This is an optimization exercise on Yosys and OpenROAD, whose aim is small area, a short achievable clock period and few clock cycles, not a production implementation.
Only simulation tests tie the RTL to the original design; equivalence was not proved.

==> branch raven: inputs <==
Design arc_odometry_integrator_core, start of the top module:
module arc_odometry_integrator_core #(
    parameter int ANGLE_BITS = 16
) (
    input  logic               aclk,
    input  logic               aresetn,
    input  logic               cfg_valid,
    output logic               cfg_ready,
    input  logic [31:0]        cfg_data,
    input  logic               s_valid,
    output logic               s_ready,
    input  logic signed [15:0] s_pulse_count,
    input  logic signed [23:0] s_yaw_rate,
    input  logic [15:0]        s_elapsed_time,
    output logic               m_valid,
    input  logic               m_ready,
    output logic signed [31:0] m_pos_x,
    output logic signed [31:0] m_pos_y,
    output logic [15:0]        m_heading,
    output logic signed [31:0] m_vel_x,
    output logic signed [31:0] m_vel_y
);
    localparam int U0_V   = 0;
    localparam int U0_SQ  = 1;
    localparam int U0_H1  = 2;
    localparam int U0_HK  = 3;
    localparam int U0_H5  = 4;
    localparam int U0_VXL = 5;
    localparam int U0_VXH = 6;
    localparam int U0_AXL = 7;
    localparam int U0_AXH = 8;
    localparam int U0_DXL = 9;
    localparam int U0_DXH = 10;
    localparam int U0_N   = 11;
    localparam int U1_X   = 0;
    localparam int U1_WL  = 1;
    localparam int U1_WH  = 2;
    localparam int U1_H1  = 3;
    localparam int U1_HK  = 4;
    localparam int U1_H5  = 5;
    localparam int U1_VYL = 6;
    localparam int U1_VYH = 7;
    localparam int U1_AYL = 8;
    localparam int U1_AYH = 9;
    localparam int U1_DYL = 10;
    localparam int U1_DYH = 11;
    localparam int U1_SQ  = 12;
    localparam int U1_N   = 13;
  ...
Settings: LEC_CHECK=0, CAP_MARGIN=20, CORE_MARGIN=2, CORE_UTILIZATION=55, PLACE_DENSITY=0.7, SETUP_SLACK_MARGIN=0.4, SLEW_MARGIN=20; clock period 10.0 ns.
run.sh (not shown) runs the stock make flow with config.mk's settings and CLKGATE_MAP_FILE= SYNTH_SCRIPT=/design/flow/synth_recipe.tcl, a recipe that flattens the netlist after the stock synthesis.
==> inputs of branch cedar, as changes to branch raven <==
==> flow/config.mk (replaced) <==
export PLATFORM = sky130hd
export DESIGN_NAME = arc_odometry_integrator_core
export DESIGN_NICKNAME = arc_odometry_integrator_core
export VERILOG_FILES = /design/flow/design.v
export SDC_FILE = /design/flow/constraint.sdc
export NUM_CORES = 4
export LEC_CHECK = 0
export CAP_MARGIN = 10
export CORE_MARGIN = 2
export CORE_UTILIZATION = 55
export CTS_BUF_LIST = sky130_fd_sc_hd__clkbuf_8
export PLACE_DENSITY = 0.7
export SETUP_SLACK_MARGIN = 0.4
export SLEW_MARGIN = 10
==> inputs of branch pepper, as changes to branch raven <==
--- a/flow/design.v
+++ b/flow/design.v
@@ -115,16 +115,23 @@
     logic [2:0]  bcnt;
     logic [23:0] remx, remy, dd_reg;
     logic [25:0] d3_reg;
     logic [31:0] shx, shy;
     logic [5:0]  ntopx, ntopy;
     logic        ovfx, ovfy, negx, negy;
     logic [31:0] velx_h, vely_h;
     logic [15:0] hb_reg;
+    logic        sbv, sfirst;      
+    logic [31:0] s_qx, s_qy, s_velx, s_vely;
+    logic        s_ovfx, s_ovfy, s_negx, s_negy;
+    logic [15:0] s_hb;
+    logic        fin_main, fin_side, main_free, to_side, to_main;
+    logic [31:0] f_qx, f_qy;
+    logic        f_ovfx, f_ovfy, f_negx, f_negy;
     logic signed [31:0] posx_reg, posy_reg, outvx_reg, outvy_reg;
     logic [15:0]        outh_reg;
     logic               m_valid_reg;
     assign hnext = a1_reg + {15'd0, rb_reg};
     assign sa_s = cur ? ps_s[1] : ps_s[0];
     assign sa_m = cur ? ps_m[1] : ps_m[0];
     assign ca_s = cur ? pc_s[1] : pc_s[0];
     assign ca_m = cur ? pc_m[1] : pc_m[0];
@@ -151,17 +158,28 @@
             default: need_hi = 1'b0;
         endcase
     end
     logic step_last;    
     assign step_last = hh | ~need_hi;
     logic fin_step, out_free, back_free, commit;
     assign fin_step  = ((ph == arcodo_pkg::PH_Q1) || (ph == arcodo_pkg::PH_D0)) && step_last;
     assign out_free  = !m_valid_reg || m_ready;
-    assign back_free = (bst == B_IDLE) || ((bst == B_FIN) && out_free);
+    assign fin_main  = (bst == B_FIN) && !(sbv && sfirst) && out_free;
+    assign fin_side  = sbv && sfirst && out_free;
+    assign main_free = (bst == B_IDLE) || fin_main;
+    assign back_free = main_free || ((ph == arcodo_pkg::PH_D0) && !sbv);
+    assign to_side   = commit && !main_free;
+    assign to_main   = commit && main_free;
+    assign f_qx   = sfirst ? s_qx : shx;
+    assign f_qy   = sfirst ? s_qy : shy;
+    assign f_ovfx = sfirst ? s_ovfx : ovfx;
+    assign f_ovfy = sfirst ? s_ovfy : ovfy;
+    assign f_negx = sfirst ? s_negx : negx;
+    assign f_negy = sfirst ? s_negy : negy;
     assign commit    = fin_step && back_free;
     logic accept;
     assign s_ready = (ph == arcodo_pkg::PH_IDLE) || commit;
     assign accept  = s_valid && s_ready;
     always_comb begin
         ph_n    = ph;
         st_n    = st;
         hh_n    = hh;
@@ -587,64 +605,90 @@
             r = s[31:0];
         end
         pos_step = r;
     endfunction
     always_ff @(posedge aclk) begin
         if (!aresetn) begin
             bst         <= B_IDLE;
             bcnt        <= 3'd0;
+            sbv         <= 1'b0;
+            sfirst      <= 1'b0;
             m_valid_reg <= 1'b0;
             posx_reg    <= 32'sd0;
             posy_reg    <= 32'sd0;
             outh_reg    <= 16'd0;
         end else begin
             if (m_valid_reg && m_ready) begin
                 m_valid_reg <= 1'b0;
             end
             case (bst)
                 B_DIV: begin
                     bcnt <= bcnt + 3'd1;
                     if (bcnt == 3'd7) begin
                         bst <= B_FIN;
                     end
                 end
                 B_FIN: begin
-                    if (out_free) begin
-                        m_valid_reg <= 1'b1;
-                        posx_reg    <= pos_step(posx_reg, shx, ovfx, negx);
-                        posy_reg    <= pos_step(posy_reg, shy, ovfy, negy);
-                        outh_reg    <= hb_reg;
-                        bst         <= B_IDLE;
+                    if (fin_main) begin
+                        bst <= B_IDLE;
                     end
                 end
                 default: ;
             endcase
-            if (commit) begin
+            if (fin_main || fin_side) begin
+                m_valid_reg <= 1'b1;
+                posx_reg    <= pos_step(posx_reg, f_qx, f_ovfx, f_negx);
+                posy_reg    <= pos_step(posy_reg, f_qy, f_ovfy, f_negy);
+                outh_reg    <= sfirst ? s_hb : hb_reg;
+            end
+            if (fin_main && sbv) begin
+                sfirst <= 1'b1;
+            end
+            if (fin_side) begin
+                sbv    <= 1'b0;
+                sfirst <= 1'b0;
+            end
+            if (to_side) begin
+                sbv    <= 1'b1;
+                sfirst <= 1'b0;
+            end
+            if (to_main) begin
                 bcnt <= 3'd0;
                 bst  <= (ph == arcodo_pkg::PH_Q1) ? B_DIV : B_FIN;
             end
         end
     end
     always_ff @(posedge aclk) begin
         if (bst == B_DIV) begin
             remx <= rx2;
             remy <= ry2;
             shx  <= {shx[27:0], gx1, gx2};
             shy  <= {shy[27:0], gy1, gy2};
             if (bcnt == 3'd0) begin
                 ovfx <= ({ntopx, remx} >= {6'd0, dd_reg});
                 ovfy <= ({ntopy, remy} >= {6'd0, dd_reg});
             end
         end
-        if (bst == B_FIN && out_free) begin
-            outvx_reg <= velx_h;
-            outvy_reg <= vely_h;
+        if (fin_main || fin_side) begin
+            outvx_reg <= sfirst ? s_velx : velx_h;
+            outvy_reg <= sfirst ? s_vely : vely_h;
+        end
+        if (to_side) begin
+            s_hb   <= hnext;
+            s_velx <= sat_mag(vxm_reg, pneg_reg ^ ca_s);
+            s_vely <= sat_mag(vym_reg, pneg_reg ^ sa_s);
+            s_qx   <= dsx;
+            s_qy   <= dsy;
+            s_ovfx <= dsx_ovf;
+            s_ovfy <= dsy_ovf;
+            s_negx <= pneg_reg ^ ca_s;
+            s_negy <= pneg_reg ^ sa_s;
         end
-        if (commit) begin
+        if (to_main) begin
             hb_reg <= hnext;
             velx_h <= sat_mag(vxm_reg, pneg_reg ^ ca_s);
             vely_h <= sat_mag(vym_reg, pneg_reg ^ sa_s);
             if (ph == arcodo_pkg::PH_Q1) begin
                 dd_reg <= wm_reg;
                 d3_reg <= {2'b00, wm_reg} + {1'b0, wm_reg, 1'b0};
                 remx   <= nx[55:32];
                 shx    <= nx[31:0];
==> comparison <==
- Branch cedar finished with capacitance limit, slew limit left. Branch raven completed without violations. Branch pepper produced a clean layout.
- The highest clock skew belongs to branch cedar, the lowest to branch pepper.
- Against branch cedar, the cell count of branch raven is lower by about 0.45%.
- Global-route usage, lowest first: branch pepper, branch raven, branch cedar.
- The lowest cell area belongs to branch cedar, the highest to branch pepper.
- The lowest non-clock buffer count belongs to branch pepper, the highest to branch raven.
- In synthesized cell count, branch cedar and branch raven do not differ.
==> figures <==
                                                        branch raven  branch pepper                   branch cedar
Tap cell count                                                  3724           3900                           3724
TritonCTS Buffers                                                146            148                            216
GPL Wtd Cong                                                   1.131          1.106                          1.131
Number of non-filler instances in the completed layout         21770          22290                          21870
Cell count of the worst hold path                                  0              2                              0
Area of the die                                           284300 µm²     295200 µm²                     284300 µm²
Total routing usage reported by global routing                48.98%         45.40%                         49.04%
Global-route wire length before repair                     993400 µm      962700 µm                      994400 µm
Final-layout non-clock buffer area share                      5.280%         4.796%                         5.274%
Resized cells post-CTS                                            16             17                             20
Met1 WL                                                    262300 µm      242000 µm                      260700 µm
Clock latency on the worst-skew pair                          920 ps         890 ps                        1130 ps
Outcome                                     timing/DRC/antenna clean  timing/DRC/antenna clean                failed layout checks
Layout check failures                                              -              -  capacitance limit, slew limit
# nets final                                                   21050          21440                          21120
Total number of sequential cells                                1122           1272                           1122
XOR/XNOR Fraction of Synth Area                               4.145%         4.243%                         4.145%
Layout-to-synthesis area ratio                               1.1070x        1.0997x                        1.1040x
Reg2Reg Setup Slack                                           370 ps         340 ps                         330 ps
Testbench counts of branch raven, summed over its fixed seeds: cycles 4,019.
Testbench counts of branch cedar, summed over its fixed seeds: cycles 4,019.
Testbench counts of branch pepper, summed over its fixed seeds: cycles 3,797.

re-timing with driven ports:
In the flow no input, the clock included, has a driving cell. The finished layouts below were timed again as built, in two steps. Step 1 (the two cells are an assumption about what drives the block):
set clk [get_ports {aclk}]
set_driving_cell -lib_cell sky130_fd_sc_hd__clkbuf_16 $clk
set_driving_cell -lib_cell sky130_fd_sc_hd__buf_2 [delete_from_list [all_inputs] $clk]
Step 2 times the ports against the registers' clock, not the clock port: input delays grow and output delays shrink by t, the midpoint of the rising clock arrivals with the driver on. Slacks: no drivers / after step 1 / after step 2; pairs: no drivers / after step 1.
| run | t, ns | setup WS [ns] | worst setup path after step 2 |
|---|---|---|---|
| branch raven | 0.954 | 0.375 / 0.375 / 0.375 | register to register |
| branch cedar | 1.140 | 0.328 / 0.328 / 0.328 | register to register |
| branch pepper | 0.955 | 0.337 / 0.337 / 0.337 | register to register |
